What follows belongs to an exercise in optimizing a design on an open flow for small area, a short achievable clock period and few clock cycles per item; a production flow would make more cautious choices.
In this exercise RTL edits were held to simulation tests only and were not proved equivalent to the original.

==> inputs of amber <==
==> flow/design.v (excerpt) <==
module rpn_stack_evaluator_unit #(
  parameter int unsigned STACK_DEPTH = 16
) (
  input  wire logic        clk_i,
  input  wire logic        rst_ni,
  input  wire logic        s_axis_tvalid_i,
  output logic             s_axis_tready_o,
  input  wire logic [31:0] s_axis_tdata_i,   
  input  wire logic [2:0]  s_axis_tuser_i,   
  input  wire logic        s_axis_tlast_i,
  output logic             m_axis_tvalid_o,
  input  wire logic        m_axis_tready_i,
  output logic [31:0]      m_axis_tdata_o,   
  output logic [2:0]       m_axis_tuser_o    
);
  localparam int unsigned W  = rse_pkg::DataW;
  localparam int unsigned ME = STACK_DEPTH - 2;      
  localparam int unsigned MW = $clog2(ME);
  localparam int unsigned CW = $clog2(STACK_DEPTH + 1);
  localparam logic [2:0] SIdle = 3'd0;
  localparam logic [2:0] SMul  = 3'd1;
  localparam logic [2:0] SDivA = 3'd2;
  localparam logic [2:0] SDiv  = 3'd3;
  localparam logic [2:0] SFix  = 3'd4;
  logic                        in_v_q;
  ...
clock: 10.0 ns
lec_check: 0
abc_area: 1
cap_margin: 20
core_margin: 2
core_utilization: 55
setup_slack_margin: 5
slew_margin: 20
synth_hierarchical: 1
synth_minimum_keep_size: 200
run.sh (not shown) runs the stock make flow with config.mk's settings and CLKGATE_MAP_FILE= SYNTH_SCRIPT=/design/flow/synth_recipe.tcl, a recipe that flattens the netlist after the stock synthesis.
==> umber (differences from amber) <==
--- a/flow/design.v
+++ b/flow/design.v
@@ -14,21 +14,30 @@
   localparam logic [StatusW-1:0] StatusCount    = 3'd3;
   localparam logic [StatusW-1:0] StatusOverflow = 3'd4;
 endpackage
 `default_nettype wire
 `default_nettype none
 module rse_stack #(
   parameter int unsigned ENTRIES = 14
 ) (
-  input  wire logic [ENTRIES*rse_pkg::DataW-1:0] mem_i,
+  input  wire logic                            clk_i,
+  input  wire logic                            we_i,
+  input  wire logic [$clog2(ENTRIES)-1:0]      waddr_i,
+  input  wire logic [rse_pkg::DataW-1:0]       wdata_i,
   input  wire logic [$clog2(ENTRIES)-1:0]      raddr_i,
   output logic [rse_pkg::DataW-1:0]            rdata_o
 );
-  assign rdata_o = mem_i[raddr_i*rse_pkg::DataW +: rse_pkg::DataW];
+  logic [rse_pkg::DataW-1:0] mem_q [ENTRIES];
+  always_ff @(posedge clk_i) begin
+    if (we_i) begin
+      mem_q[waddr_i] <= wdata_i;
+    end
+  end
+  assign rdata_o = mem_q[raddr_i];
 endmodule
 `default_nettype wire
 `default_nettype none
 module rse_clz (
   input  wire logic [31:0] a_i,
   output logic [5:0]       n_o
 );
   always_comb begin
@@ -122,18 +131,16 @@
   logic                        qz_q, qz_d;         
   logic                        ov_q, ov_d;
   logic [rse_pkg::StatusW-1:0] os_q, os_d;
   logic [W-1:0]                ox_q, ox_d;
   logic                        accept, exec, out_free;
   logic                        mem_we;
   logic [MW-1:0]               mem_waddr, mem_raddr;
   logic [W-1:0]                mem_rdata;
-  logic [W-1:0]                mem_q [ME];
-  logic [ME*W-1:0]             mem_flat;
   logic [CW-1:0]               cnt_m2, cnt_m3;
   logic                        c_a_en, c_a_inv, c_b_zero, c_b_two, c_b_inv, c_b_cin;
   logic                        a_a_en_q, a_a_inv_q, a_b_zero_q, a_b_two_q, a_b_inv_q, a_b_cin_q;
   logic [2:0]                  bd_d;
   logic                        in_push_d, in_add_d, in_sub_d, in_mul_d, in_div_d;
   logic [W-1:0]                b_op;
   logic [W:0]                  sum;
   logic [5:0]                  clz_n, clz_t;
@@ -152,30 +159,23 @@
   assign exec            = in_v_q && (st_q == SIdle) && !hold_q;
   assign s_axis_tready_o = rdy_q;
   assign accept          = s_axis_tvalid_i && s_axis_tready_o;
   assign out_free        = !ov_q || m_axis_tready_i;
   assign cnt_m2    = cnt_q - CW'(2);
   assign cnt_m3    = cnt_q - CW'(3);
   assign mem_waddr = cnt_m2[MW-1:0];
   assign mem_raddr = cnt_m3[MW-1:0];
-  always_ff @(posedge clk_i) begin
-    if (mem_we) begin
-      mem_q[mem_waddr] <= n_q;
-    end
-  end
-  always_comb begin
-    for (int i = 0; i < ME; i++) begin
-      mem_flat[i*W +: W] = mem_q[i];
-    end
-  end
   rse_stack #(
     .ENTRIES(ME)
   ) u_stack (
-    .mem_i   (mem_flat),
+    .clk_i   (clk_i),
+    .we_i    (mem_we),
+    .waddr_i (mem_waddr),
+    .wdata_i (n_q),
     .raddr_i (mem_raddr),
     .rdata_o (mem_rdata)
   );
   rse_clz u_clz_n (.a_i(n_q ^ {W{n_q[W-1]}}), .n_o(clz_n));
   rse_clz u_clz_t (.a_i(t_q ^ {W{t_q[W-1]}}), .n_o(clz_t));
   assign pow_n = n_q[W-1] && ((~n_q[W-1:1] & n_q[W-2:0]) == '0);
   assign pow_t = t_q[W-1] && ((~t_q[W-1:1] & t_q[W-2:0]) == '0);
   assign cls_n = 2'(n_q[W-1:7] == '0 || n_q[W-1:7] == '1) + 2'(n_q[W-1:15] == '0 || n_q[W-1:15] == '1);
ABC_AREA = 0   (was 1)
SYNTH_HIERARCHICAL = not set   (was 1)
SYNTH_MINIMUM_KEEP_SIZE = not set   (was 200)
==> impl_metrics.ini <==
[status]
outcome = complete, no violations

[sta]
slew_headroom = 0.177
worst_slack_ns = 5.01

[drt]
routedWlPerCell_um = 27.5
firstDrtPassIters = 9

[floorplan]
tap_cells = 873

[finish]
multi_input_cells = 2913
area_growth_syn_to_layout_pct = 11.1
nNonClkBuffers = 204
nClkBuffers = 95
sh_seq_area = 0.452
nets = 4314
multi_input_area_share = 0.390

[global_routing]
grt_use_met3 = 0.102

[synth]
yosysMostFrequentCell = nand2_1
synth_area_um2 = 37400

[clocking]
cts_setup_buffers = 0
# the run above: amber

==> impl_metrics.ini <==
[finish]
nClkBuffers = 86
multi_input_area_share = 0.391
sh_seq_area = 0.459
area_growth_syn_to_layout_pct = 13.9
nets = 3328
multi_input_cells = 2146

[global_routing]
grt_antenna_before_repair = 4
grt_use_met3 = 0.0923

[status]
outcome = complete, no violations

[sta]
slew_headroom = 0.198
worst_slack_ns = 5.12

[synth]
yosysMostFrequentCell = edfxtp_1
synth_area_um2 = 36000

[clocking]
cts_setup_buffers = 24

[drt]
firstDrtPassIters = 10
# the run above: umber

Testbench counts of amber, summed over its fixed seeds: cycles 76,500, tokens 32,033.
Testbench counts of umber, summed over its fixed seeds: cycles 76,500, tokens 32,033.

what the ideal ports hide:
The flow's constraints put no driver on any port. The routed layouts listed below were extracted and timed again, unchanged, in two steps. Step 1: set_driving_cell puts a clkbuf_16 on clk_i and a buf_2 on each other input, an assumption about the parent block. Step 2 moves the port delays by t, midway between the first and last clock arrival at a register: inputs arrive t later, outputs are due t later. That takes back most of the time a late clock gives input paths. Three values: ideal ports, drivers, drivers and shift; two values: the first two.
run	shift t [ns]	setup slack, ns	worst slew at a driven data input, ns
amber	0.704	5.011 / 5.011 / 5.011	0.10
umber	0.700	5.123 / 5.123 / 5.123	0.09
After both steps setup and hold are still met in every run listed.
